Source: an optimization exercise on an open RTL-to-GDS flow (aim: small area, a short achievable clock period and few clock cycles per item). Production flows keep margins and buffers that such runs may drop.
In this exercise RTL edits were held to simulation tests only and were not proved equivalent to the original.
No activity file was given, so power comes from the tool's default toggle rates.

==> flow/run.sh <==
#!/bin/bash
# synth_recipe.tcl (not shown) runs the flow's synth.tcl, then flattens the netlist and writes it again
# the make line also repeats each setting of config.mk as NAME=value (left out here)
make -C /OpenROAD-flow-scripts/flow DESIGN_CONFIG=/design/flow/config.mk WORK_HOME=/design/flow/orfs CLKGATE_MAP_FILE= SYNTH_SCRIPT=/design/flow/synth_recipe.tcl finish
==> flow/config.mk <==
export PLATFORM = sky130hd
export DESIGN_NAME = timed_event_queue
export DESIGN_NICKNAME = timed_event_queue
export VERILOG_FILES = /design/flow/design.v
export SDC_FILE = /design/flow/constraint.sdc
export NUM_CORES = 4
export LEC_CHECK = 0
export CAP_MARGIN = 20
export CORE_MARGIN = 2
export CORE_UTILIZATION = 40
export SLEW_MARGIN = 20
==> flow/constraint.sdc <==
create_clock -name core_clock -period 8.0 [get_ports {clk}]
set_input_delay 1.6000 -clock core_clock [delete_from_list [all_inputs] [get_ports {clk}]]
set_output_delay 1.6000 -clock core_clock [all_outputs]
set_load 0.01 [all_outputs]
==> flow/design.v <==
package teq_pkg;
  localparam int QUEUE_DEPTH = 16;
  localparam int MAX_POPS    = 16;
  localparam int IDX_W       = $clog2(QUEUE_DEPTH);
  localparam int CNT_W       = $clog2(QUEUE_DEPTH + 1);
  typedef logic [IDX_W-1:0] idx_t;
  typedef logic [CNT_W-1:0] cnt_t;
  typedef logic [2:0]  func_t;
  typedef logic [2:0]  status_t;
  typedef logic [31:0] qtime_t;
  typedef logic [31:0] seq_t;
  typedef logic [15:0] tag_t;
  typedef logic [4:0]  removed_t;
  localparam func_t FN_POST       = 3'd0;
  localparam func_t FN_CANCEL_ID  = 3'd1;
  localparam func_t FN_CANCEL_OBJ = 3'd2;
  localparam func_t FN_QUERY      = 3'd3;
  localparam func_t FN_ADVANCE    = 3'd4;
  localparam func_t FN_EXEC       = 3'd5;
  localparam status_t ST_OK         = 3'd0;
  localparam status_t ST_FULL       = 3'd1;
  localparam status_t ST_NOT_FOUND  = 3'd2;
  localparam status_t ST_PAST       = 3'd3;
  localparam status_t ST_NONE_READY = 3'd4;
  localparam int ENTRY_W     = 32 + 32 + 32 + 16 + 16 + 1;
  typedef struct packed {
    qtime_t due;
    qtime_t start;
    seq_t   seq;
    tag_t   object;
    tag_t   payload;
    logic   ready;
  } entry_t;
endpackage
module teq_mem (
  input  logic              clk,
  input  logic              we,
  input  teq_pkg::idx_t     waddr,
  input  teq_pkg::entry_t   wdata,
  input  logic              re,
  input  teq_pkg::idx_t     raddr,
  output teq_pkg::entry_t   rdata
);
  logic [teq_pkg::ENTRY_W-1:0] mem [0:teq_pkg::QUEUE_DEPTH-1];
  always_ff @(posedge clk) begin
    if (we) begin
      mem[waddr] <= wdata;
    end
    if (re) begin
      rdata <= mem[raddr];
    end
  end
endmodule
module timed_event_queue (
  input  logic                clk,
  input  logic                rst,
  input  logic                cmd_valid,
  output logic                cmd_ready,
  input  teq_pkg::func_t      cmd_func,
  input  teq_pkg::qtime_t     cmd_time_value,
  input  teq_pkg::seq_t       cmd_event_id,
  input  teq_pkg::tag_t       cmd_object_id,
  input  teq_pkg::tag_t       cmd_payload_handle,
  output logic                rsp_valid,
  input  logic                rsp_ready,
  output teq_pkg::status_t    rsp_status,
  output teq_pkg::seq_t       rsp_result_id,
  output logic                rsp_pending,
  output teq_pkg::qtime_t     rsp_time_left,
  output teq_pkg::qtime_t     rsp_duration,
  output teq_pkg::qtime_t     rsp_elapsed,
  output teq_pkg::tag_t       rsp_out_object,
  output teq_pkg::tag_t       rsp_out_payload,
  output teq_pkg::removed_t   rsp_removed_count,
  output logic                rsp_last
);
  localparam int N = teq_pkg::QUEUE_DEPTH;
  logic              c_valid;
  teq_pkg::func_t    c_func;
  logic [31:0]       c_a;       
  teq_pkg::tag_t     c_obj;
  teq_pkg::tag_t     c_pay;
  logic [31:0]       e_due   [N];
  logic [31:0]       e_start [N];
  logic [31:0]       e_seq   [N];
  logic [15:0]       e_obj   [N];
  logic [15:0]       e_pay   [N];
  logic [N-1:0]      e_v;
  logic [N-1:0]      e_rdy;
  logic [N-1:0]      ord [N];
  logic [31:0]       cur_time;
  logic [31:0]       next_seq;
  logic              r_valid;
  teq_pkg::status_t  r_status;
  logic [N-1:0]      r_sel_id;    
  logic [N-1:0]      r_sel_q;     
  logic              r_pop;
  logic [4:0]        r_removed;
  logic              r_last;
  logic is_post, is_cid, is_cobj, is_query, is_adv, is_exec;
  assign is_post  = (c_func == teq_pkg::FN_POST);
  assign is_cid   = (c_func == teq_pkg::FN_CANCEL_ID);
  assign is_cobj  = (c_func == teq_pkg::FN_CANCEL_OBJ);
  assign is_query = (c_func == teq_pkg::FN_QUERY);
  assign is_adv   = (c_func == teq_pkg::FN_ADVANCE);
  assign is_exec  = (c_func == teq_pkg::FN_EXEC);
  logic [N-1:0] bef [N];
  always_comb begin
    for (int i = 0; i < N; i++) begin
      for (int j = 0; j < N; j++) begin
        if (i < j)      bef[i][j] = ord[i][j];
        else if (i > j) bef[i][j] = !ord[j][i];
        else            bef[i][j] = 1'b1;
      end
    end
  end
  logic [32:0]  due_sum;
  logic [31:0]  due_new;
  logic [32:0]  cmp_x;
  logic [N-1:0] le;         
  logic [N-1:0] hit_id;
  logic [N-1:0] hit_obj;
  logic [N-1:0] first_id;
  logic [N-1:0] front;
  logic [N-1:0] free1;      
  logic [N-1:0] rv;
  logic         full;
  logic         past;
  logic         pop_ok;
  logic         two_ready;
  logic         found;
  logic [4:0]   n_obj;
  assign due_sum = {1'b0, cur_time} + {1'b0, c_a};
  assign due_new = due_sum[32] ? 32'hFFFF_FFFF : due_sum[31:0];
  assign cmp_x   = is_post ? due_sum : {1'b0, c_a};
  assign past    = (c_a < cur_time);
  assign full    = &e_v;
  assign rv      = e_v & e_rdy;
  always_comb begin
    for (int i = 0; i < N; i++) begin
      le[i]      = ({1'b0, e_due[i]} <= cmp_x);
      hit_id[i]  = e_v[i] && (e_seq[i] == c_a);
      hit_obj[i] = e_v[i] && (e_obj[i] == c_obj);
    end
    for (int i = 0; i < N; i++) begin
      first_id[i] = hit_id[i];
      front[i]    = e_v[i];
      for (int j = 0; j < N; j++) begin
        if (hit_id[j] && !bef[i][j]) first_id[i] = 1'b0;
        if (e_v[j]    && !bef[i][j]) front[i]    = 1'b0;
      end
    end
    free1 = '0;
    for (int i = N - 1; i >= 0; i--) begin
      if (!e_v[i]) free1 = N'(1) << i;
    end
    n_obj = '0;
    for (int i = 0; i < N; i++) n_obj = n_obj + 5'(hit_obj[i]);
  end
  assign found  = |hit_id;
  assign pop_ok = |(front & e_rdy);
  always_comb begin
    logic any;
    any       = 1'b0;
    two_ready = 1'b0;
    for (int i = 0; i < N; i++) begin
      two_ready = two_ready || (any && rv[i]);
      any       = any || rv[i];
    end
  end
  logic out_free;
  logic fire;
  logic more;
  logic c_done;
  logic accept;
  logic do_post;
  assign out_free  = !r_valid || rsp_ready;
  assign fire      = c_valid && out_free;
  assign more      = is_exec && pop_ok && two_ready;
  assign c_done    = fire && !more;
  assign cmd_ready = !c_valid || c_done;
  assign accept    = cmd_valid && cmd_ready;
  assign do_post   = fire && is_post && !full;
  always_ff @(posedge clk) begin
    if (accept) begin
      c_func <= cmd_func;
      c_a    <= ((cmd_func == teq_pkg::FN_CANCEL_ID) || (cmd_func == teq_pkg::FN_QUERY))
                ? cmd_event_id : cmd_time_value;
      c_obj  <= cmd_object_id;
      c_pay  <= cmd_payload_handle;
    end
    if (fire) begin
      r_status  <= teq_pkg::ST_OK;
      r_sel_id  <= '0;
      r_sel_q   <= '0;
      r_pop     <= 1'b0;
      r_removed <= '0;
      r_last    <= 1'b1;
      unique case (c_func)
        teq_pkg::FN_POST: begin
          if (full) r_status <= teq_pkg::ST_FULL;
          else      r_sel_id <= free1;
        end
        teq_pkg::FN_CANCEL_ID: begin
          if (found) r_removed <= 5'd1;
          else       r_status  <= teq_pkg::ST_NOT_FOUND;
        end
        teq_pkg::FN_CANCEL_OBJ: begin
          r_removed <= n_obj;
          if (n_obj == '0) r_status <= teq_pkg::ST_NOT_FOUND;
        end
        teq_pkg::FN_QUERY: begin
          if (found) r_sel_q  <= first_id;
          else       r_status <= teq_pkg::ST_NOT_FOUND;
        end
        teq_pkg::FN_ADVANCE: begin
          if (past) r_status <= teq_pkg::ST_PAST;
        end
        teq_pkg::FN_EXEC: begin
          if (pop_ok) begin
            r_sel_id <= front;
            r_pop    <= 1'b1;
            r_last   <= !two_ready;
          end else begin
            r_status <= teq_pkg::ST_NONE_READY;
          end
        end
        default: ;
      endcase
    end
    for (int i = 0; i < N; i++) begin
      if (do_post && free1[i]) begin
        e_due[i]   <= due_new;
        e_start[i] <= cur_time;
        e_seq[i]   <= next_seq;
        e_obj[i]   <= c_obj;
        e_pay[i]   <= c_pay;
      end
    end
    for (int i = 0; i < N; i++) begin
      for (int j = i + 1; j < N; j++) begin
        if (do_post && free1[j]) ord[i][j] <= le[i];
        else if (do_post && free1[i]) ord[i][j] <= !le[j];
      end
    end
    if (fire && is_adv && !past) e_rdy <= e_rdy | le;
    else if (do_post) e_rdy <= e_rdy & ~free1;
    if (rst) begin
      c_valid  <= 1'b0;
      r_valid  <= 1'b0;
      e_v      <= '0;
      cur_time <= '0;
      next_seq <= 32'd1;
    end else begin
      if (accept) c_valid <= 1'b1;
      else if (c_done) c_valid <= 1'b0;
      if (fire) r_valid <= 1'b1;
      else if (rsp_ready) r_valid <= 1'b0;
      if (fire) begin
        unique case (c_func)
          teq_pkg::FN_POST: begin
            if (!full) begin
              e_v      <= e_v | free1;
              next_seq <= (next_seq == 32'hFFFF_FFFF) ? 32'd1 : next_seq + 32'd1;
            end
          end
          teq_pkg::FN_CANCEL_ID:  e_v <= e_v & ~first_id;
          teq_pkg::FN_CANCEL_OBJ: e_v <= e_v & ~hit_obj;
          teq_pkg::FN_ADVANCE:    if (!past) cur_time <= c_a;
          teq_pkg::FN_EXEC:       if (pop_ok) e_v <= e_v & ~front;
          default: ;
        endcase
      end
    end
  end
  logic [31:0] m_seq, m_due, m_start;
  logic [15:0] m_obj, m_pay;
  logic        r_qry;
  always_comb begin
    m_seq   = '0;
    m_obj   = '0;
    m_pay   = '0;
    m_due   = '0;
    m_start = '0;
    for (int i = 0; i < N; i++) begin
      m_seq   = m_seq   | (e_seq[i]   & {32{r_sel_id[i]}});
      m_obj   = m_obj   | (e_obj[i]   & {16{r_sel_id[i]}});
      m_pay   = m_pay   | (e_pay[i]   & {16{r_sel_id[i]}});
      m_due   = m_due   | (e_due[i]   & {32{r_sel_q[i]}});
      m_start = m_start | (e_start[i] & {32{r_sel_q[i]}});
    end
  end
  assign r_qry = |r_sel_q;
  assign rsp_valid         = r_valid;
  assign rsp_status        = r_status;
  assign rsp_result_id     = m_seq;
  assign rsp_pending       = r_qry;
  assign rsp_time_left     = (m_due > cur_time) ? m_due - cur_time : '0;
  assign rsp_duration      = m_due - m_start;
  assign rsp_elapsed       = r_qry ? cur_time - m_start : '0;
  assign rsp_out_object    = r_pop ? m_obj : '0;
  assign rsp_out_payload   = r_pop ? m_pay : '0;
  assign rsp_removed_count = r_removed;
  assign rsp_last          = r_last;
endmodule
==> results.py, run 1 <==
metrics = {
    "place": {
        "place_area_um2": 127200,
        "place.gp.congestion": 1.024,
        "dp_hpwl_mm": 381.8,
        "port_buffers": 274,
    },
    "setup_path": {
        "worstSetupStartpointType": "register",
        "crit_arrival_ps": 6470,
        "r2r-start": "c_a[9]$_DFFE_PP_",
        "reg2reg_to": "ord[1][3]$_DFFE_PP_",
        "crit_fanout": 47,
        "startpoint": "r_sel_q[1]$_SDFFCE_PN0P_",
        "worstPathRequired_ps": 6400,
        "crit_path_end": "rsp_time_left[31]",
        "reg2reg_slack_ps": 450,
        "path_class": "reg2out",
        "rr_worst_depth": 25,
        "crit_path_end_kind": "output pin",
    },
    "synthesis": {
        "synthTopCellsByCount": "2293 x edfxtp_1, 666 x ha_1, 532 x xnor2_1",
        "ys_seq_area_frac": 0.6021,
        "synth_warnings": 8,
        "synth_top_area_cell": "edfxtp_1",
        "synth_ff_type": "edfxtp_1",
        "synthesis.nets": 9699,
        "synth_cells": 8918,
        "syn_area_um2": 117100,
        "synth_top_area_frac": 0.5880,
        "yosys.cell_types.count": 97,
        "post-synth-top-count-cell": "edfxtp_1",
        "synthTopCellsByArea": "edfxtp_1 59%, ha_1 7.1%, xnor2_1 4.0%",
        "synth-async-reset-ratio": 0,
        "syn_area_per_cell_um2": 13.13,
        "synth-edff-count": 2293,
        "synth_seq_cells": 2375,
    },
    "timing": {
        "setup_ws_ps": -72.04,
        "setup_viol_count_final": 1,
        "max_freq_mhz": 123.9,
        "worst_pin_slew_ps": 1332,
        "hold_viol": 0,
        "rsz0062_at_grt": "true",
        "setup-tns-final_ps": -72.04,
        "slew_viol_final": 0,
        "post-route-period-util": 1.009,
        "finClkSkew_ps": 96.21,
        "period_needed_ps": 8072,
        "max-slew-margin-rel": 0.1057,
    },
    "clocking": {
        "root_buffer": "clkbuf_16",
        "clock_latency_ps": 940,
        "clk_pin_slew_worst_paths_ps": 70,
        "cts_tree": "yes",
        "cts.sinks": 2375,
        "htreeDepth": 5,
        "cts_buffer_depth": 4,
        "cts_hold_buf": 0,
        "cts_buffers": 273,
    },
    "pwr": {
        "leakagePower_nw": 49.42,
        "finalPower_w": 0.02886,
        "vdd_ir_drop_max_uv": 181.1,
        "powerDensity_nw_per_um2": 211.8,
    },
    "floorplanning": {
        "rows": 198,
        "core_um2": 291100,
        "design.portCount": 275,
        "start_util": 0.4023,
        "dieArea_um2": 297100,
        "die_w_um": 545.0,
        "die_y_um": 545.0,
    },
    "detailed_routing": {
        "drc": 0,
        "drt-wirelength-per-cell_um": 40.88,
        "ant_nets": 0,
        "vias": 89999,
        "wl_mm": 554.8,
        "avgViaCountPerCell": 6.631,
        "first_iter_violations": 13843,
        "drt-pass1-iter-count": 8,
    },
    "cells_and_area": {
        "utilization": 0.4680,
        "final_nets": 10214,
        "fin_area_um2": 136200,
        "syn2layout_area_growth_pct": 16.35,
        "drive_above_1_share": 0.1027,
        "fill_cells": 25800,
    },
    "run": {
        "max-cap-violations": 0,
    },
    "global_routing": {
        "grt.total_usage": 0.3653,
        "grt_max_degree": 86,
        "overflow": 0,
        "grt_pass1_wl_mm": 743.6,
        "antenna_found_initial": 41,
        "first_global_vias": 85871,
    },
    "hold_path": {
        "hp-class": "reg2reg",
    },
    "outcome": {
        "so.violations": "setup timing",
        "status": "complete, but fails checks",
    },
}
[flip-flops by register name (all words and copies together), names as in the netlist, 16 cells and up]
register  flops
e_rdy        16
c_obj        16
e_pay       256
c_a          32
next_seq     32
e_v          16
r_sel_id     16
c_pay        16
e_obj       256
e_start     512
cur_time     32
e_seq       512
ord         120
e_due       512
r_sel_q      16
[metal layers]
metal  GRT usage  vias up  routed length, um
li1            -    36310                  -
met2      0.5640     6495             247300
met3     0.07018     1486              57950
met1      0.4692    45680             206000
met5           0        -                179
met4      0.2387       28              43410
[power by group]
part / switching, W / internal (W) / total, W
logic: 0.00169 / 0.000845 / 0.00253
clock network: 0.00547 / 0.00713 / 0.0126
registers: 0.0000837 / 0.0136 / 0.0137
total: 0.00724 / 0.0216 / 0.0289
[cell usage in the layout, fill, tap and decap left out, types with 230 or more instances in the layout]
cell / count
edfxtp_1: 2293
ha_1: 665
xnor2_1: 531
nand2_1: 421
a21oi_1: 409
a221oi_1: 396
buf_4: 385
xor2_1: 376
a22oi_1: 367
a22o_1: 355
nand4_1: 354
nor2_1: 345
clkbuf_16: 276
clkdlybuf4s50_1: 273
o21ai_0: 230
[kinds of logic after synthesis]
kind of cell             count (synthesis)  synth area share
flip-flops                            2375            0.6021
AO/OA/AOI/OAI                         2362            0.1468
AND/OR/NAND/NOR                       1842           0.07985
XOR/XNOR                               908           0.06792
adder cells (fa/ha/maj)                688           0.07408
buffers and inverters                  677           0.02327
multiplexers                            66          0.005984
[worst min path at each step]
| stage | from | end | slack, ps | cells past startpoint |
|---|---|---|---|---|
| floorplan | c_valid$_SDFFE_PP0P_ | r_valid$_SDFFE_PP0P_ | 460 | 2 |
| global placement | cur_time[15]$_SDFFE_PP0P_ | cur_time[15]$_SDFFE_PP0P_ | 440 | 2 |
| detailed placement | cur_time[15]$_SDFFE_PP0P_ | cur_time[15]$_SDFFE_PP0P_ | 460 | 2 |
| CTS | cur_time[15]$_SDFFE_PP0P_ | cur_time[15]$_SDFFE_PP0P_ | 460 | 2 |
| finish | cur_time[15]$_SDFFE_PP0P_ | cur_time[15]$_SDFFE_PP0P_ | 460 | 2 |
| global route | cur_time[15]$_SDFFE_PP0P_ | cur_time[15]$_SDFFE_PP0P_ | 490 | 2 |
[timing repair]
| item | 4_1_cts | 5_1_grt |
|---|---|---|
| endpoints found under the setup margin | 37 | 42 |
| buffers inserted | 5 | 5 |
| resized for setup | 15 | 15 |
| pin swaps | 1 | 6 |
[metrics by stage]
| stage | worst slack [ps] | hold WS [ps] | instances |
|---|---|---|---|
| 5_1_grt | -126.5 | 492.4 | 13561 |
| 2_1_floorplan | 1156 | 456.2 | 8918 |
| 6_report | -72.04 | 464.7 | 13572 |
| 3_5_place_dp | -91.91 | 455.2 | 13047 |
| 4_1_cts | 0.9819 | 464.7 | 13543 |
| 3_3_place_gp | -294.9 | 444.4 | 13046 |
[layout make-up]
class                           count  area (um^2)  share of cell area
Inverter                          190        833.3            0.006117
Antenna cell                       23        57.56           0.0004225
Tap cell                         3900         4880             0.03582
Clock inverter                    147         1476             0.01084
Multi-Input combinational cell   5866        44270              0.3250
Clock buffer                      344         7252             0.05323
Sequential cell                  2375        70500              0.5175
Timing Repair Buffer              727         6968             0.05115
[critical path, cell delays in order (launching register included)]
cell,delay [ps]
edfxtp_1,510
buf_12,220
a22o_1,310
a221oi_1,410
nand4_1,580
ha_1,450
a21o_1,190
a21o_1,180
a21oi_1,180
o21bai_1,80
a21o_1,180
a21oi_1,130
inv_1,50
a21oi_1,300
a31oi_1,190
o31a_1,310
a221oi_1,340
xor2_1,110
nor2_1,110
clkdlybuf4s50_1,550
Testbench counts, summed over its fixed seeds: cycles 3,809, commands 3,200.
==> run 2, diff against run 1 <==
--- a/flow/design.v
+++ b/flow/design.v
@@ -76,4 +76,9 @@
 );
   localparam int N = teq_pkg::QUEUE_DEPTH;
+  logic              s_valid;
+  teq_pkg::func_t    s_func;
+  logic [31:0]       s_a;       
+  teq_pkg::tag_t     s_obj;
+  teq_pkg::tag_t     s_pay;
   logic              c_valid;
   teq_pkg::func_t    c_func;
@@ -98,4 +103,15 @@
   logic [4:0]        r_removed;
   logic              r_last;
+  logic              o_valid;
+  teq_pkg::status_t  o_status;
+  logic [31:0]       o_result_id;
+  logic              o_pending;
+  logic [31:0]       o_time_left;
+  logic [31:0]       o_duration;
+  logic [31:0]       o_elapsed;
+  logic [15:0]       o_object;
+  logic [15:0]       o_payload;
+  logic [4:0]        o_removed;
+  logic              o_last;
   logic is_post, is_cid, is_cobj, is_query, is_adv, is_exec;
   assign is_post  = (c_func == teq_pkg::FN_POST);
@@ -115,7 +131,4 @@
     end
   end
-  logic [32:0]  due_sum;
-  logic [31:0]  due_new;
-  logic [32:0]  cmp_x;
   logic [N-1:0] le;         
   logic [N-1:0] hit_id;
@@ -127,17 +140,14 @@
   logic         full;
   logic         past;
-  logic         pop_ok;
+  logic         any_ready;
   logic         two_ready;
   logic         found;
   logic [4:0]   n_obj;
-  assign due_sum = {1'b0, cur_time} + {1'b0, c_a};
-  assign due_new = due_sum[32] ? 32'hFFFF_FFFF : due_sum[31:0];
-  assign cmp_x   = is_post ? due_sum : {1'b0, c_a};
-  assign past    = (c_a < cur_time);
-  assign full    = &e_v;
-  assign rv      = e_v & e_rdy;
+  assign past = (c_a < cur_time);
+  assign full = &e_v;
+  assign rv   = e_v & e_rdy;
   always_comb begin
     for (int i = 0; i < N; i++) begin
-      le[i]      = ({1'b0, e_due[i]} <= cmp_x);
+      le[i]      = (e_due[i] <= c_a);
       hit_id[i]  = e_v[i] && (e_seq[i] == c_a);
       hit_obj[i] = e_v[i] && (e_obj[i] == c_obj);
@@ -158,35 +168,53 @@
     for (int i = 0; i < N; i++) n_obj = n_obj + 5'(hit_obj[i]);
   end
-  assign found  = |hit_id;
-  assign pop_ok = |(front & e_rdy);
+  assign found = |hit_id;
   always_comb begin
-    logic any;
-    any       = 1'b0;
+    any_ready = 1'b0;
     two_ready = 1'b0;
     for (int i = 0; i < N; i++) begin
-      two_ready = two_ready || (any && rv[i]);
-      any       = any || rv[i];
+      two_ready = two_ready || (any_ready && rv[i]);
+      any_ready = any_ready || rv[i];
     end
   end
-  logic out_free;
-  logic fire;
-  logic more;
-  logic c_done;
-  logic accept;
-  logic do_post;
-  assign out_free  = !r_valid || rsp_ready;
-  assign fire      = c_valid && out_free;
-  assign more      = is_exec && pop_ok && two_ready;
-  assign c_done    = fire && !more;
-  assign cmd_ready = !c_valid || c_done;
-  assign accept    = cmd_valid && cmd_ready;
+  logic        o_free;
+  logic        r_move;
+  logic        fire;
+  logic        more;
+  logic        c_take;
+  logic        src_valid;
+  logic        do_post;
+  logic        adv_ok;
+  logic [31:0] time_nx;
+  teq_pkg::func_t src_func;
+  logic [31:0] src_a;
+  logic [32:0] due_sum;
+  assign o_free    = !o_valid || rsp_ready;
+  assign r_move    = r_valid && o_free;
+  assign fire      = c_valid && (!r_valid || o_free);
+  assign more      = is_exec && two_ready;
+  assign c_take    = !c_valid || (fire && !more);
+  assign cmd_ready = !s_valid;
+  assign src_valid = s_valid || cmd_valid;
+  assign src_func  = s_valid ? s_func : cmd_func;
+  assign src_a     = s_valid ? s_a
+                   : (((cmd_func == teq_pkg::FN_CANCEL_ID) || (cmd_func == teq_pkg::FN_QUERY))
+                      ? cmd_event_id : cmd_time_value);
   assign do_post   = fire && is_post && !full;
+  assign adv_ok    = fire && is_adv && !past;
+  assign time_nx   = adv_ok ? c_a : cur_time;
+  assign due_sum   = {1'b0, time_nx} + {1'b0, src_a};
   always_ff @(posedge clk) begin
-    if (accept) begin
-      c_func <= cmd_func;
-      c_a    <= ((cmd_func == teq_pkg::FN_CANCEL_ID) || (cmd_func == teq_pkg::FN_QUERY))
-                ? cmd_event_id : cmd_time_value;
-      c_obj  <= cmd_object_id;
-      c_pay  <= cmd_payload_handle;
+    if (cmd_valid && !s_valid) begin
+      s_func <= cmd_func;
+      s_a    <= src_a;
+      s_obj  <= cmd_object_id;
+      s_pay  <= cmd_payload_handle;
+    end
+    if (c_take && src_valid) begin
+      c_func <= src_func;
+      if (src_func == teq_pkg::FN_POST) c_a <= due_sum[32] ? 32'hFFFF_FFFF : due_sum[31:0];
+      else                              c_a <= src_a;
+      c_obj  <= s_valid ? s_obj : cmd_object_id;
+      c_pay  <= s_valid ? s_pay : cmd_payload_handle;
     end
     if (fire) begin
@@ -218,5 +246,5 @@
         end
         teq_pkg::FN_EXEC: begin
-          if (pop_ok) begin
+          if (any_ready) begin
             r_sel_id <= front;
             r_pop    <= 1'b1;
@@ -229,7 +257,19 @@
       endcase
     end
+    if (r_move) begin
+      o_status    <= r_status;
+      o_result_id <= m_seq;
+      o_pending   <= r_qry;
+      o_time_left <= (m_due > cur_time) ? m_due - cur_time : '0;
+      o_duration  <= m_due - m_start;
+      o_elapsed   <= r_qry ? cur_time - m_start : '0;
+      o_object    <= r_pop ? m_obj : '0;
+      o_payload   <= r_pop ? m_pay : '0;
+      o_removed   <= r_removed;
+      o_last      <= r_last;
+    end
     for (int i = 0; i < N; i++) begin
       if (do_post && free1[i]) begin
-        e_due[i]   <= due_new;
+        e_due[i]   <= c_a;
         e_start[i] <= cur_time;
         e_seq[i]   <= next_seq;
@@ -244,17 +284,23 @@
       end
     end
-    if (fire && is_adv && !past) e_rdy <= e_rdy | le;
+    if (adv_ok) e_rdy <= e_rdy | le;
     else if (do_post) e_rdy <= e_rdy & ~free1;
     if (rst) begin
+      s_valid  <= 1'b0;
       c_valid  <= 1'b0;
       r_valid  <= 1'b0;
+      o_valid  <= 1'b0;
       e_v      <= '0;
       cur_time <= '0;
       next_seq <= 32'd1;
     end else begin
-      if (accept) c_valid <= 1'b1;
-      else if (c_done) c_valid <= 1'b0;
+      if (c_take) s_valid <= 1'b0;
+      else if (cmd_valid) s_valid <= 1'b1;
+      if (c_take) c_valid <= src_valid;
       if (fire) r_valid <= 1'b1;
-      else if (rsp_ready) r_valid <= 1'b0;
+      else if (r_move) r_valid <= 1'b0;
+      if (r_move) o_valid <= 1'b1;
+      else if (rsp_ready) o_valid <= 1'b0;
+      cur_time <= time_nx;
       if (fire) begin
         unique case (c_func)
@@ -267,6 +313,5 @@
           teq_pkg::FN_CANCEL_ID:  e_v <= e_v & ~first_id;
           teq_pkg::FN_CANCEL_OBJ: e_v <= e_v & ~hit_obj;
-          teq_pkg::FN_ADVANCE:    if (!past) cur_time <= c_a;
-          teq_pkg::FN_EXEC:       if (pop_ok) e_v <= e_v & ~front;
+          teq_pkg::FN_EXEC:       if (any_ready) e_v <= e_v & ~front;
           default: ;
         endcase
@@ -292,14 +337,14 @@
   end
   assign r_qry = |r_sel_q;
-  assign rsp_valid         = r_valid;
-  assign rsp_status        = r_status;
-  assign rsp_result_id     = m_seq;
-  assign rsp_pending       = r_qry;
-  assign rsp_time_left     = (m_due > cur_time) ? m_due - cur_time : '0;
-  assign rsp_duration      = m_due - m_start;
-  assign rsp_elapsed       = r_qry ? cur_time - m_start : '0;
-  assign rsp_out_object    = r_pop ? m_obj : '0;
-  assign rsp_out_payload   = r_pop ? m_pay : '0;
-  assign rsp_removed_count = r_removed;
-  assign rsp_last          = r_last;
+  assign rsp_valid         = o_valid;
+  assign rsp_status        = o_status;
+  assign rsp_result_id     = o_result_id;
+  assign rsp_pending       = o_pending;
+  assign rsp_time_left     = o_time_left;
+  assign rsp_duration      = o_duration;
+  assign rsp_elapsed       = o_elapsed;
+  assign rsp_out_object    = o_object;
+  assign rsp_out_payload   = o_payload;
+  assign rsp_removed_count = o_removed;
+  assign rsp_last          = o_last;
 endmodule
==> results.py, run 2 <==
metrics = {
    "global_routing": {
        "grt_max_degree": 98,
        "first_global_vias": 88054,
        "grt_pass1_wl_mm": 764.0,
        "grt.total_usage": 0.3500,
        "antenna_found_initial": 33,
        "overflow": 0,
    },
    "setup_path": {
        "crit_fanout": 18,
        "crit_slowest_cell": "fa_1",
        "worstSetupStartpointType": "register",
        "path_class": "reg2reg",
        "cp_common_cell": "a21o_1",
        "worstPathRequired_ps": 8650,
        "crit_path_end_kind": "register",
        "crit_arrival_ps": 8350,
        "slowest_delay_ps": 420,
    },
    "synthesis": {
        "synth-async-reset-ratio": 0,
        "synth-edff-count": 2530,
        "synth_top_area_frac": 0.6082,
        "synthesis.nets": 9939,
        "syn_area_um2": 124900,
        "synth_warnings": 8,
        "synth_ff_type": "edfxtp_1",
        "yosys.cell_types.count": 92,
        "synth_cells": 9159,
        "synthTopCellsByCount": "2530 x edfxtp_1, 665 x ha_1, 543 x xor2_1",
        "syn_area_per_cell_um2": 13.64,
        "post-synth-top-count-cell": "edfxtp_1",
        "ys_seq_area_frac": 0.6216,
        "synth_top_area_cell": "edfxtp_1",
        "synth_seq_cells": 2614,
        "synthTopCellsByArea": "edfxtp_1 61%, ha_1 6.7%, xor2_1 3.8%",
    },
    "outcome": {
        "status": "timing/DRC/antenna clean",
    },
    "timing": {
        "max-slew-margin-rel": 0.1433,
        "setup_viol_count_final": 0,
        "period_needed_ps": 7703,
        "max_freq_mhz": 129.8,
        "post-route-period-util": 0.9628,
        "hold_viol": 0,
        "worst_pin_slew_ps": 1274,
        "slew_viol_final": 0,
        "finClkSkew_ps": 74.68,
        "rsz0062_at_grt": "false",
        "setup-tns-final_ps": 0,
    },
    "clocking": {
        "root_buffer": "clkbuf_16",
        "clock_latency_ps": 970,
        "cts_resized": 0,
        "cts_tree": "yes",
        "cts_buffers": 301,
        "cts_buffer_depth": 4,
        "clk_pin_slew_worst_paths_ps": 60,
        "htreeDepth": 5,
        "cts_hold_buf": 0,
        "cts.repair_timing.setup_buffer_count": 0,
        "cts.sinks": 2614,
    },
    "pwr": {
        "power.share.sequential": 0.477,
        "leakagePower_nw": 52.27,
        "p_sw_w": 0.007954,
        "swShare": 0.2506,
        "comb_power_share": 0.079,
        "p_int_w": 0.02378,
        "powerDensity_nw_per_um2": 218.9,
        "vdd_ir_drop_max_uv": 232.6,
        "pwr-share-clk": 0.443,
    },
    "floorplanning": {
        "dieArea_um2": 316800,
        "die_w_um": 562.8,
        "core_um2": 311400,
        "start_util": 0.4012,
        "design.portCount": 275,
        "rows": 205,
        "die_y_um": 562.8,
    },
    "detailed_routing": {
        "ant_nets": 0,
        "avgViaCountPerCell": 6.566,
        "vias": 92263,
        "first_iter_violations": 13743,
        "drt-pass1-iter-count": 6,
        "wl_mm": 568.5,
        "drt-wirelength-per-cell_um": 40.45,
        "drc": 0,
    },
    "cells_and_area": {
        "utilization": 0.4656,
        "final_common_cell": "edfxtp_1",
        "final_nets": 10426,
        "drive_above_1_share": 0.09831,
        "largestRegisters": "e_due (512), e_seq (512), e_start (512)",
        "fill_cells": 27490,
        "fin_cells": 14052,
        "syn2layout_area_growth_pct": 16.05,
        "layout_common_cells": "2530 x edfxtp_1, 665 x ha_1, 543 x xor2_1, 378 x a22oi_1, 376 x a221oi_1",
    },
    "place": {
        "dp.cells": 13482,
        "dp_hpwl_mm": 388.7,
        "place.gp.congestion": 1.015,
        "port_buffers": 274,
    },
    "hold_path": {
        "hp-class": "reg2reg",
    },
    "run": {
        "max-cap-violations": 0,
    },
}
[run 2: cell types whose count changed in the layout (fill, tap and decap cells not counted), sizes merged, moves of 68 or more]
cell / delta
nor2: -72
xnor2: -168
nand2: -68
o21a: +77
xor2: +167
edfxtp: +237
[run 2: worst max-delay path, delay by kind of cell, from the launching register on]
kind	cells	cell delay, ps
AOI/OAI and AO/OA	20	4310
buffers and inverters	5	1150
adders and majority gates	3	1000
muxes	1	360
DFF	1	310
and+or+nand+nor	2	290
[run 2: per-stage QoR]
stage	total power, W	area (um^2)	hold slack (ps)	setup WS, ps
CTS	0.03173	144900	420.1	241.4
finish	0.03173	145000	419.6	297.4
global route	0.03240	144900	438.2	69.14
global placement	0.01786	135000	417.6	240.3
detailed placement	0.01787	135000	405.6	275.6
floorplan	0.01665	124900	400.3	309.4
[run 2: layer usage]
metal	up-vias	GRT usage	routed length [um]
met5	-	0	114
met4	18	0.2090	40660
met3	1370	0.07130	59900
met2	6657	0.5446	254500
met1	46870	0.4518	213300
li1	37348	-	-
[run 2: layout make-up]
type,count,area [um^2],share of cell area
tap,4140,5180,0.03573
clock inverter,166,1859,0.01283
timing repair buffer,668,6416,0.04426
sequential,2614,77660,0.5357
inverter,212,915.9,0.006318
antenna,15,37.54,0.0002589
clock buffer,388,8041,0.05547
multi-input combinational,5849,44860,0.3094
[run 2: cell families (layout without fill, tap and decap cells)]
family	after synthesis	count (layout)	share of synthesized area
AND/OR/NAND/NOR	1740	1740	0.07298
AO/OA/AOI/OAI	2415	2415	0.1423
multiplexers	102	102	0.008534
flip-flops	2614	2614	0.6216
XOR/XNOR	907	907	0.06365
other	0	15	0
adder cells (fa/ha/maj)	685	685	0.06918
buffers and inverters	696	1434	0.02170
[run 2: path summary, 6_finish.rpt]
check / startpoint / to / slack, ps / cells after the start
worst max-delay path: cur_time[17]$_SDFF_PP0_ / c_a[19]$_DFFE_PP_ / 300 / 31
worst min-delay path: r_status[0]$_DFFE_PP_ / o_status[0]$_DFFE_PP_ / 420 / 0
worst max register to register: cur_time[17]$_SDFF_PP0_ / c_a[19]$_DFFE_PP_ / 300 / 31
worst min register to register: r_status[0]$_DFFE_PP_ / o_status[0]$_DFFE_PP_ / 420 / 0
[run 2: power by group through the flow]
| stage | clock network (W) | registers, W | logic (W) |
|---|---|---|---|
| 2_1_floorplan | 0 | 0.0154 | 0.00121 |
| 3_3_place_gp | 0 | 0.0154 | 0.00242 |
| 3_5_place_dp | 0 | 0.0154 | 0.00243 |
| 4_1_cts | 0.0141 | 0.0151 | 0.00244 |
| 5_1_grt | 0.0147 | 0.0152 | 0.00259 |
| 6_report | 0.0141 | 0.0151 | 0.00251 |
Testbench counts of run 2, summed over its fixed seeds: cycles 3,817, commands 3,200.
==> run 3, diff against run 2 <==
--- a/flow/design.v
+++ b/flow/design.v
@@ -101,5 +101,7 @@
   logic [N-1:0]      r_sel_q;     
   logic              r_pop;
-  logic [4:0]        r_removed;
+  logic              r_qry;       
+  logic              r_cobj;      
+  logic              r_cid;       
   logic              r_last;
   logic              o_valid;
@@ -114,4 +116,33 @@
   logic [4:0]        o_removed;
   logic              o_last;
+  function automatic logic [32:0] add_pp(logic [31:0] a, logic [31:0] b, logic cin);
+    logic [31:0] g, p, gg, pp;
+    g  = a & b;
+    p  = a ^ b;
+    gg = g;
+    pp = p;
+    gg[0] = g[0] | (p[0] & cin);
+    for (int l = 0; l < 5; l++) begin
+      for (int i = 0; i < 32; i++) begin
+        if ((i >> l) & 1) begin
+          gg[i] = gg[i] | (pp[i] & gg[((i >> l) << l) - 1]);
+          pp[i] = pp[i] & pp[((i >> l) << l) - 1];
+        end
+      end
+    end
+    add_pp = {gg[31], p ^ {gg[30:0], cin}};
+  endfunction
+  function automatic logic le_pp(logic [31:0] a, logic [31:0] b);
+    logic [31:0] gt, lt;
+    gt = a & ~b;
+    lt = b & ~a;
+    for (int w = 1; w < 32; w = w * 2) begin
+      for (int k = 0; k < 32; k = k + 2 * w) begin
+        gt[k] = gt[k + w] | (!lt[k + w] & gt[k]);
+        lt[k] = lt[k + w] | (!gt[k + w] & lt[k]);
+      end
+    end
+    le_pp = !gt[0];
+  endfunction
   logic is_post, is_cid, is_cobj, is_query, is_adv, is_exec;
   assign is_post  = (c_func == teq_pkg::FN_POST);
@@ -143,11 +174,10 @@
   logic         two_ready;
   logic         found;
-  logic [4:0]   n_obj;
-  assign past = (c_a < cur_time);
+  assign past = !le_pp(cur_time, c_a);
   assign full = &e_v;
   assign rv   = e_v & e_rdy;
   always_comb begin
     for (int i = 0; i < N; i++) begin
-      le[i]      = (e_due[i] <= c_a);
+      le[i]      = le_pp(e_due[i], c_a);
       hit_id[i]  = e_v[i] && (e_seq[i] == c_a);
       hit_obj[i] = e_v[i] && (e_obj[i] == c_obj);
@@ -165,6 +195,4 @@
       if (!e_v[i]) free1 = N'(1) << i;
     end
-    n_obj = '0;
-    for (int i = 0; i < N; i++) n_obj = n_obj + 5'(hit_obj[i]);
   end
   assign found = |hit_id;
@@ -189,4 +217,8 @@
   logic [31:0] src_a;
   logic [32:0] due_sum;
+  logic [32:0] sum_cur;
+  logic [31:0] src_tv;
+  logic [32:0] sum_adv;
+  logic        base_adv;
   assign o_free    = !o_valid || rsp_ready;
   assign r_move    = r_valid && o_free;
@@ -203,5 +235,9 @@
   assign adv_ok    = fire && is_adv && !past;
   assign time_nx   = adv_ok ? c_a : cur_time;
-  assign due_sum   = {1'b0, time_nx} + {1'b0, src_a};
+  assign src_tv    = s_valid ? s_a : cmd_time_value;
+  assign sum_cur   = add_pp(cur_time, src_tv, 1'b0);
+  assign sum_adv   = add_pp(c_a, src_tv, 1'b0);
+  assign base_adv  = c_valid && is_adv && !past;
+  assign due_sum   = base_adv ? sum_adv : sum_cur;
   always_ff @(posedge clk) begin
     if (cmd_valid && !s_valid) begin
@@ -223,5 +259,7 @@
       r_sel_q   <= '0;
       r_pop     <= 1'b0;
-      r_removed <= '0;
+      r_qry     <= 1'b0;
+      r_cobj    <= 1'b0;
+      r_cid     <= 1'b0;
       r_last    <= 1'b1;
       unique case (c_func)
@@ -231,14 +269,19 @@
         end
         teq_pkg::FN_CANCEL_ID: begin
-          if (found) r_removed <= 5'd1;
-          else       r_status  <= teq_pkg::ST_NOT_FOUND;
+          if (found) r_cid    <= 1'b1;
+          else       r_status <= teq_pkg::ST_NOT_FOUND;
         end
         teq_pkg::FN_CANCEL_OBJ: begin
-          r_removed <= n_obj;
-          if (n_obj == '0) r_status <= teq_pkg::ST_NOT_FOUND;
+          r_sel_q <= hit_obj;
+          r_cobj  <= 1'b1;
+          if (hit_obj == '0) r_status <= teq_pkg::ST_NOT_FOUND;
         end
         teq_pkg::FN_QUERY: begin
-          if (found) r_sel_q  <= first_id;
-          else       r_status <= teq_pkg::ST_NOT_FOUND;
+          if (found) begin
+            r_sel_q <= first_id;
+            r_qry   <= 1'b1;
+          end else begin
+            r_status <= teq_pkg::ST_NOT_FOUND;
+          end
         end
         teq_pkg::FN_ADVANCE: begin
@@ -261,10 +304,10 @@
       o_result_id <= m_seq;
       o_pending   <= r_qry;
-      o_time_left <= (m_due > cur_time) ? m_due - cur_time : '0;
-      o_duration  <= m_due - m_start;
-      o_elapsed   <= r_qry ? cur_time - m_start : '0;
+      o_time_left <= (r_qry && !d_left[32]) ? d_left[31:0] : '0;
+      o_duration  <= r_qry ? d_dur[31:0] : '0;
+      o_elapsed   <= r_qry ? d_elap[31:0] : '0;
       o_object    <= r_pop ? m_obj : '0;
       o_payload   <= r_pop ? m_pay : '0;
-      o_removed   <= r_removed;
+      o_removed   <= r_cobj ? n_rem : {4'd0, r_cid};
       o_last      <= r_last;
     end
@@ -321,5 +364,8 @@
   logic [31:0] m_seq, m_due, m_start;
   logic [15:0] m_obj, m_pay;
-  logic        r_qry;
+  logic [32:0] d_left;    
+  logic [32:0] d_dur;
+  logic [32:0] d_elap;
+  logic [4:0]  n_rem;
   always_comb begin
     m_seq   = '0;
@@ -336,5 +382,13 @@
     end
   end
-  assign r_qry = |r_sel_q;
+  logic [32:0] s_left;
+  assign s_left = add_pp(m_due, ~cur_time, 1'b1);
+  assign d_left = {!s_left[32], s_left[31:0]};
+  assign d_dur  = add_pp(m_due, ~m_start, 1'b1);
+  assign d_elap = add_pp(cur_time, ~m_start, 1'b1);
+  always_comb begin
+    n_rem = '0;
+    for (int i = 0; i < N; i++) n_rem = n_rem + 5'(r_sel_q[i]);
+  end
   assign rsp_valid         = o_valid;
   assign rsp_status        = o_status;
==> results.py, run 3 <==
metrics = {
    "clocking": {
        "clk_pin_slew_worst_paths_ps": 60,
        "cts_buffers": 292,
        "cts.repair_timing.setup_buffer_count": 0,
        "cts_buffer_depth": 4,
        "root_buffer": "clkbuf_16",
        "cts_hold_buf": 0,
        "cts.sinks": 2612,
        "cts_tree": "yes",
        "clock_latency_ps": 930,
        "cts_resized": 0,
        "htreeDepth": 5,
    },
    "floorplanning": {
        "die_y_um": 563.7,
        "core_um2": 311900,
        "start_util": 0.4017,
        "design.portCount": 275,
        "dieArea_um2": 317700,
        "rows": 205,
        "die_w_um": 563.7,
    },
    "detailed_routing": {
        "first_iter_violations": 16108,
        "avgViaCountPerCell": 6.664,
        "drt-wirelength-per-cell_um": 39.09,
        "vias": 96640,
        "drt-pass1-iter-count": 26,
        "ant_nets": 0,
        "drc": 0,
        "wl_mm": 566.9,
    },
    "setup_path": {
        "reg2reg_slack_ps": 2160,
        "rr_worst_depth": 18,
        "crit_arrival_ps": 6460,
        "worstPathRequired_ps": 8630,
        "worstPathCellList": "buf_4 > a22o_1 > a221oi_1 > nand3_1 > nor2_1 > ha_1 > inv_1 > fa_1 > a21o_1 > a221oi_1 > nor3_1 > o2111ai_1 > a41oi_1 > nand4_1 > a31oi_1 > o31ai_4 > buf_4 > nor2_1",
        "worstSetupStartpointType": "register",
        "slowest_delay_ps": 580,
        "r2r-start": "r_sel_q[14]$_DFFE_PP_",
        "crit_slowest_cell": "edfxtp_1",
        "reg2reg_to": "o_time_left[29]$_SDFFCE_PN0P_",
        "crit_fanout": 31,
        "crit_path_end_kind": "register",
        "path_class": "reg2reg",
        "startpoint": "r_sel_q[14]$_DFFE_PP_",
    },
    "timing": {
        "period_needed_ps": 5836,
        "setup_viol_count_final": 0,
        "worst_pin_slew_ps": 1296,
        "slew_viol_final": 0,
        "max_freq_mhz": 171.4,
        "post-route-period-util": 0.7295,
        "rsz0062_at_grt": "false",
        "max-slew-margin-rel": 0.1350,
        "finClkSkew_ps": 58.68,
        "setup-tns-final_ps": 0,
        "hold_viol": 0,
    },
    "cells_and_area": {
        "final_common_cell": "edfxtp_1",
        "layout_common_cells": "2528 x edfxtp_1, 592 x nand2_1, 552 x xor2_1, 450 x a22oi_1, 419 x nor2_1",
        "largestRegisters": "e_due (512), e_seq (512), e_start (512)",
        "multi_input_area_um2": 43900,
        "final_nets": 10409,
        "syn2layout_area_growth_pct": 14.56,
        "utilization": 0.4602,
        "seq_area_um2": 77600,
        "fill_cells": 27843,
        "drive_above_1_share": 0.09165,
    },
    "synthesis": {
        "synth_seq_cells": 2612,
        "synth-async-reset-ratio": 0,
        "synth_top_area_frac": 0.6059,
        "synthTopCellsByCount": "2528 x edfxtp_1, 592 x nand2_1, 552 x xor2_1",
        "ys_seq_area_frac": 0.6193,
        "post-synth-top-count-cell": "edfxtp_1",
        "syn_area_per_cell_um2": 12.80,
        "syn_area_um2": 125300,
        "synthesis.nets": 10082,
        "synth_cells": 9785,
        "synth_warnings": 8,
        "synth-edff-count": 2528,
        "synth_ff_type": "edfxtp_1",
        "yosys.cell_types.count": 97,
        "synth_top_area_cell": "edfxtp_1",
        "synthTopCellsByArea": "edfxtp_1 61%, xor2_1 3.9%, a22oi_1 2.7%",
    },
    "global_routing": {
        "overflow": 0,
        "grtUsageMet1": 0.4641,
        "grt.total_usage": 0.3476,
        "antenna_found_initial": 35,
        "busiest_layer": "met2",
        "first_global_vias": 90724,
        "grt_max_degree": 90,
        "met2_usage": 0.5184,
        "use_met3": 0.07617,
        "grt_pass1_wl_mm": 765.9,
    },
    "hold_path": {
        "hold_start": "r_status[2]$_DFFE_PP_",
        "worstHoldPathCells": 0,
        "hp-class": "reg2reg",
        "whs_endpoint": "o_status[2]$_DFFE_PP_",
    },
    "pwr": {
        "swShare": 0.2476,
        "pwr-share-clk": 0.432,
        "leakagePower_nw": 48.69,
        "vdd_ir_drop_max_uv": 158.8,
        "p_int_w": 0.02340,
        "comb_power_share": 0.082,
        "p_sw_w": 0.007704,
        "powerDensity_nw_per_um2": 216.7,
        "power.share.sequential": 0.487,
    },
    "run": {
        "max-cap-violations": 0,
    },
    "place": {
        "port_buffers": 274,
        "dp_hpwl_mm": 384.3,
        "place.gp.congestion": 1.064,
    },
    "outcome": {
        "status": "timing/DRC/antenna clean",
    },
}
-- run 3: routing by layer --
layer | vias up | routed length, um
met4 | 18 | 40540
met5 | - | 117
met3 | 1555 | 64950
met1 | 48889 | 217000
li1 | 38767 | -
met2 | 7411 | 244300
-- run 3: final cells by class --
| class | count | share of cell area |
|---|---|---|
| sequential | 2612 | 0.5407 |
| clock inverter | 156 | 0.01080 |
| tap | 4140 | 0.03609 |
| inverter | 383 | 0.01085 |
| antenna | 18 | 0.0003138 |
| timing repair buffer | 649 | 0.04114 |
| multi-input combinational | 6174 | 0.3058 |
| clock buffer | 370 | 0.05433 |
-- run 3: kinds of logic after synthesis --
family / count (synthesis) / share of synthesized area
multiplexers: 58 / 0.005023
flip-flops: 2612 / 0.6193
XOR/XNOR: 881 / 0.06165
AND/OR/NAND/NOR: 2165 / 0.08733
buffers and inverters: 999 / 0.03272
AO/OA/AOI/OAI: 2621 / 0.1521
adder cells (fa/ha/maj): 449 / 0.04184
-- run 3: per-stage QoR --
| stage | power (W) | instances | setup WS, ps | hold WS (ps) | instance area (um^2) |
|---|---|---|---|---|---|
| floorplan | 0.01678 | 9785 | 1206 | 400.3 | 125300 |
| global placement | 0.01785 | 13954 | 1387 | 405.0 | 134000 |
| detailed placement | 0.01787 | 13958 | 1353 | 406.3 | 134100 |
| CTS | 0.03104 | 14484 | 2239 | 418.5 | 143400 |
| global route | 0.03172 | 14486 | 1836 | 429.4 | 143500 |
| finish | 0.03111 | 14502 | 2164 | 420.5 | 143500 |
-- run 3: worst max-delay path: cells and delay by family, from the launching register on --
kind | cells | cell delay [ps]
AOI/OAI and AO/OA | 8 | 2380
and+or+nand+nor | 5 | 1170
buffers and inverters | 3 | 730
adders and majority gates | 2 | 660
DFF | 1 | 580
-- run 3: power by group through the flow --
stage / clock [W] / sequential, W / combinational, W
after floorplan: 0 / 0.0154 / 0.00133
after global placement: 0 / 0.0154 / 0.00242
after detailed placement: 0 / 0.0154 / 0.00244
after CTS: 0.0135 / 0.0151 / 0.00245
after global routing: 0.0140 / 0.0151 / 0.00261
final: 0.0134 / 0.0151 / 0.00254
-- run 3: how the worst max path moves through the flow --
stage | end | cells past startpoint
global placement | c_a[6]$_DFFE_PP_ | 16
finish | o_time_left[29]$_SDFFCE_PN0P_ | 18
detailed placement | c_a[6]$_DFFE_PP_ | 16
floorplan | ord[10][15]$_DFFE_PP_ | 8
global route | o_time_left[18]$_SDFFCE_PN0P_ | 18
CTS | o_time_left[29]$_SDFFCE_PN0P_ | 18
Testbench counts of run 3, summed over its fixed seeds: cycles 3,817, commands 3,200.
==> run 4, diff against run 3 <==
--- a/flow/config.mk
+++ b/flow/config.mk
@@ -9,3 +9,4 @@
 export CORE_MARGIN = 2
 export CORE_UTILIZATION = 40
+export SETUP_SLACK_MARGIN = 4.0
 export SLEW_MARGIN = 20
==> results.py, run 4 <==
metrics = {
    "synthesis": {
        "ys_seq_area_frac": 0.6193,
        "yosys.cell_types.count": 97,
        "synth-edff-count": 2528,
        "synth_seq_cells": 2612,
        "syn_area_um2": 125300,
        "synth-async-reset-ratio": 0,
        "post-synth-top-count-cell": "edfxtp_1",
        "synthTopCellsByArea": "edfxtp_1 61%, xor2_1 3.9%, a22oi_1 2.7%",
        "synth_cells": 9785,
        "synth_top_area_frac": 0.6059,
        "syn_area_per_cell_um2": 12.80,
        "synthTopCellsByCount": "2528 x edfxtp_1, 592 x nand2_1, 552 x xor2_1",
        "synth_warnings": 8,
        "synth_top_area_cell": "edfxtp_1",
        "synth_ff_type": "edfxtp_1",
        "synthesis.nets": 10082,
    },
    "place": {
        "dp_hpwl_mm": 377.1,
        "place.gp.congestion": 1.063,
        "port_buffers": 274,
    },
    "clocking": {
        "htreeDepth": 5,
        "cts_buffer_depth": 4,
        "cts_hold_buf": 0,
        "cts.sinks": 2612,
        "cts_tree": "yes",
        "clock_latency_ps": 950,
        "cts_buffers": 291,
        "clk_pin_slew_worst_paths_ps": 60,
        "root_buffer": "clkbuf_16",
    },
    "run": {
        "max-cap-violations": 0,
    },
    "cells_and_area": {
        "layout_common_cells": "2528 x edfxtp_1, 570 x nand2_1, 539 x xor2_1, 460 x buf_4, 435 x a22oi_1",
        "final_nets": 10737,
        "fill_cells": 27134,
        "final_common_cell": "edfxtp_1",
        "largestRegisters": "e_due (512), e_seq (512), e_start (512)",
        "multi_input_area_um2": 47150,
        "utilization": 0.4861,
        "seq_area_um2": 77600,
        "syn2layout_area_growth_pct": 21.01,
        "drive_above_1_share": 0.1639,
    },
    "global_routing": {
        "grt_max_degree": 84,
        "grt.total_usage": 0.3557,
        "grt_pass1_wl_mm": 785.4,
        "antenna_found_initial": 50,
        "first_global_vias": 93633,
        "overflow": 0,
    },
    "pwr": {
        "powerDensity_nw_per_um2": 210.2,
        "vdd_ir_drop_max_uv": 199.5,
        "leakagePower_nw": 51.73,
    },
    "floorplanning": {
        "die_y_um": 563.7,
        "design.portCount": 275,
        "start_util": 0.4017,
        "dieArea_um2": 317700,
        "rows": 205,
        "core_um2": 311900,
        "die_w_um": 563.7,
    },
    "hold_path": {
        "hp-class": "reg2reg",
    },
    "setup_path": {
        "crit_fanout": 27,
        "worstSetupStartpointType": "register",
        "crit_arrival_ps": 5180,
        "worstPathRequired_ps": 8650,
        "path_class": "reg2reg",
        "crit_path_end_kind": "register",
    },
    "detailed_routing": {
        "vias": 99543,
        "first_iter_violations": 17305,
        "drt-wirelength-per-cell_um": 39.23,
        "drc": 0,
        "avgViaCountPerCell": 6.698,
        "ant_nets": 0,
        "wl_mm": 583.0,
        "drt-pass1-iter-count": 7,
    },
    "timing": {
        "max_freq_mhz": 220.7,
        "finClkSkew_ps": 75.57,
        "setup_viol_count_final": 0,
        "period_needed_ps": 4530,
        "worst_pin_slew_ps": 1279,
        "setup-tns-final_ps": 0,
        "rsz0062_at_grt": "true",
        "post-route-period-util": 0.5663,
        "slew_viol_final": 0,
        "hold_viol": 0,
        "max-slew-margin-rel": 0.1473,
    },
    "outcome": {
        "status": "timing/DRC/antenna clean",
    },
}
## run 4: cell types whose count changed in the layout (fill, tap and decap cells not counted), sizes merged, moves of 3 or more
cell           delta
clkinvlp         +22
bufinv           +11
clkbuf            +5
diode            +21
clkinv            -5
clkdlybuf4s50    -13
dlymetal6s2s      +6
bufbuf           +13
dlygate4sd2       +3
inv              -11
buf             +300
## run 4: timing repair
action / in CTS / in global routing
pin swaps: 160 / 152
buffers inserted: 227 / 93
gates resized for setup: 641 / 384
setup endpoints to repair: 2376 / 779
gates cloned: 25 / 7
## run 4: report_power, final
| group | leakage [nW] | total (W) | internal [W] | switching [W] |
|---|---|---|---|---|
| logic | 23.4 | 0.00294 | 0.000974 | 0.00196 |
| registers | 23.7 | 0.0151 | 0.0151 | 0.0000702 |
| clock network | 4.65 | 0.0138 | 0.00791 | 0.00590 |
| total | 51.7 | 0.0319 | 0.0239 | 0.00794 |
## run 4: through the flow
step | hold slack (ps) | instance area, um^2 | worst slack, ps | total power [W] | std cells
2_1_floorplan | 400.3 | 125400 | 2534 | 0.01678 | 9785
6_report | 426.9 | 151600 | 3470 | 0.03188 | 14861
3_3_place_gp | 404.1 | 133700 | 1333 | 0.01783 | 13933
5_1_grt | 424.9 | 151600 | 3416 | 0.03248 | 14842
4_1_cts | 420.3 | 148900 | 3580 | 0.03165 | 14722
3_5_place_dp | 411.6 | 133800 | 1329 | 0.01785 | 13935
## run 4: cell families (layout without fill, tap and decap cells)
logic type                 after synthesis  count (layout)  synth area share
adders and majority gates              449             449           0.04184
other                                    0              39                 0
AOI/OAI and AO/OA                     2621            2622            0.1521
DFF                                   2612            2612            0.6193
and+or+nand+nor                       2165            2169           0.08733
buffers and inverters                  999            1891           0.03272
xor gates and xnor gates               881             881           0.06165
muxes                                   58              58          0.005023
## run 4: worst paths after layout
| check | endpoint | from | slack (ps) | cells after the start |
|---|---|---|---|---|
| max | o_time_left[13]$_SDFFCE_PN0P_ | r_sel_q[4]$_DFFE_PP_ | 3470 | 18 |
| min | o_last$_DFFE_PP_ | r_last$_SDFFCE_PN1P_ | 430 | 0 |
| max reg2reg | o_time_left[13]$_SDFFCE_PN0P_ | r_sel_q[4]$_DFFE_PP_ | 3470 | 18 |
| min reg2reg | o_last$_DFFE_PP_ | r_last$_SDFFCE_PN1P_ | 430 | 0 |
## run 4: critical path, stage by stage (launching register included)
cell	delay (ps)
edfxtp_1	530
buf_6	210
buf_4	140
buf_6	210
a221oi_1	570
nand4_1	180
buf_4	220
ha_1	350
a21o_1	190
a21oi_1	280
nand2_1	90
a21oi_1	230
a41oi_2	90
nand4_1	210
a31oi_4	120
o31ai_4	230
buf_6	170
buf_12	160
nor2_2	50
## run 4: cell type report
type                    instances  share of cell area
diodes                         39           0.0006437
clock buffers                 365             0.05143
clock inverters               170             0.01192
inverters                     383             0.01103
multi-input cells            6179              0.3109
flip-flops and latches       2612              0.5118
well taps                    4140             0.03416
repair buffers                970             0.06794
repair inverters                3           0.0001238
## run 4: metal layers
metal / vias up / global-route usage / wire length (um) / part of all wire
met5: - / 0.0007440 / 237 / 0.00041
met4: 32 / 0.2368 / 48140 / 0.083
met3: 1944 / 0.1186 / 81930 / 0.14
met2: 8350 / 0.5104 / 242300 / 0.42
met1: 49764 / 0.4565 / 210400 / 0.36
li1: 39453 / - / - / -

[port drivers added, routing unchanged]
How much do the figures lean on ideal ports? The routed layouts below were timed once more, with nothing changed but the port constraints.
Step 1 (the two cells are an assumption about what drives the block):
set clk [get_ports {clk}]
set_driving_cell -lib_cell sky130_fd_sc_hd__clkbuf_16 $clk
set_driving_cell -lib_cell sky130_fd_sc_hd__buf_2 [delete_from_list [all_inputs] $clk]
Step 2, shift: input delay + t, output delay - t, t = (earliest + latest rising clock arrival at the registers) / 2. This alone moves slack from input paths to output paths.
a / b / c = ideal ports / drivers / drivers and shift; a / b = the first two.
| run | t (ns) | setup slack, ns | worst setup path at the end |
|---|---|---|---|
| run 1 | 0.994 | -0.072 / -0.172 / 0.449 | register to register |
| run 2 | 1.040 | 0.297 / 0.297 / 0.175 | input to register |
| run 3 | 1.015 | 2.164 / 2.164 / 1.341 | input to register |
| run 4 | 1.026 | 3.470 / 3.470 / 3.075 | input to register |
The setup slack of run 3, which loses most, moves by 0.000 ns with the drivers and by -0.823 ns with both steps.
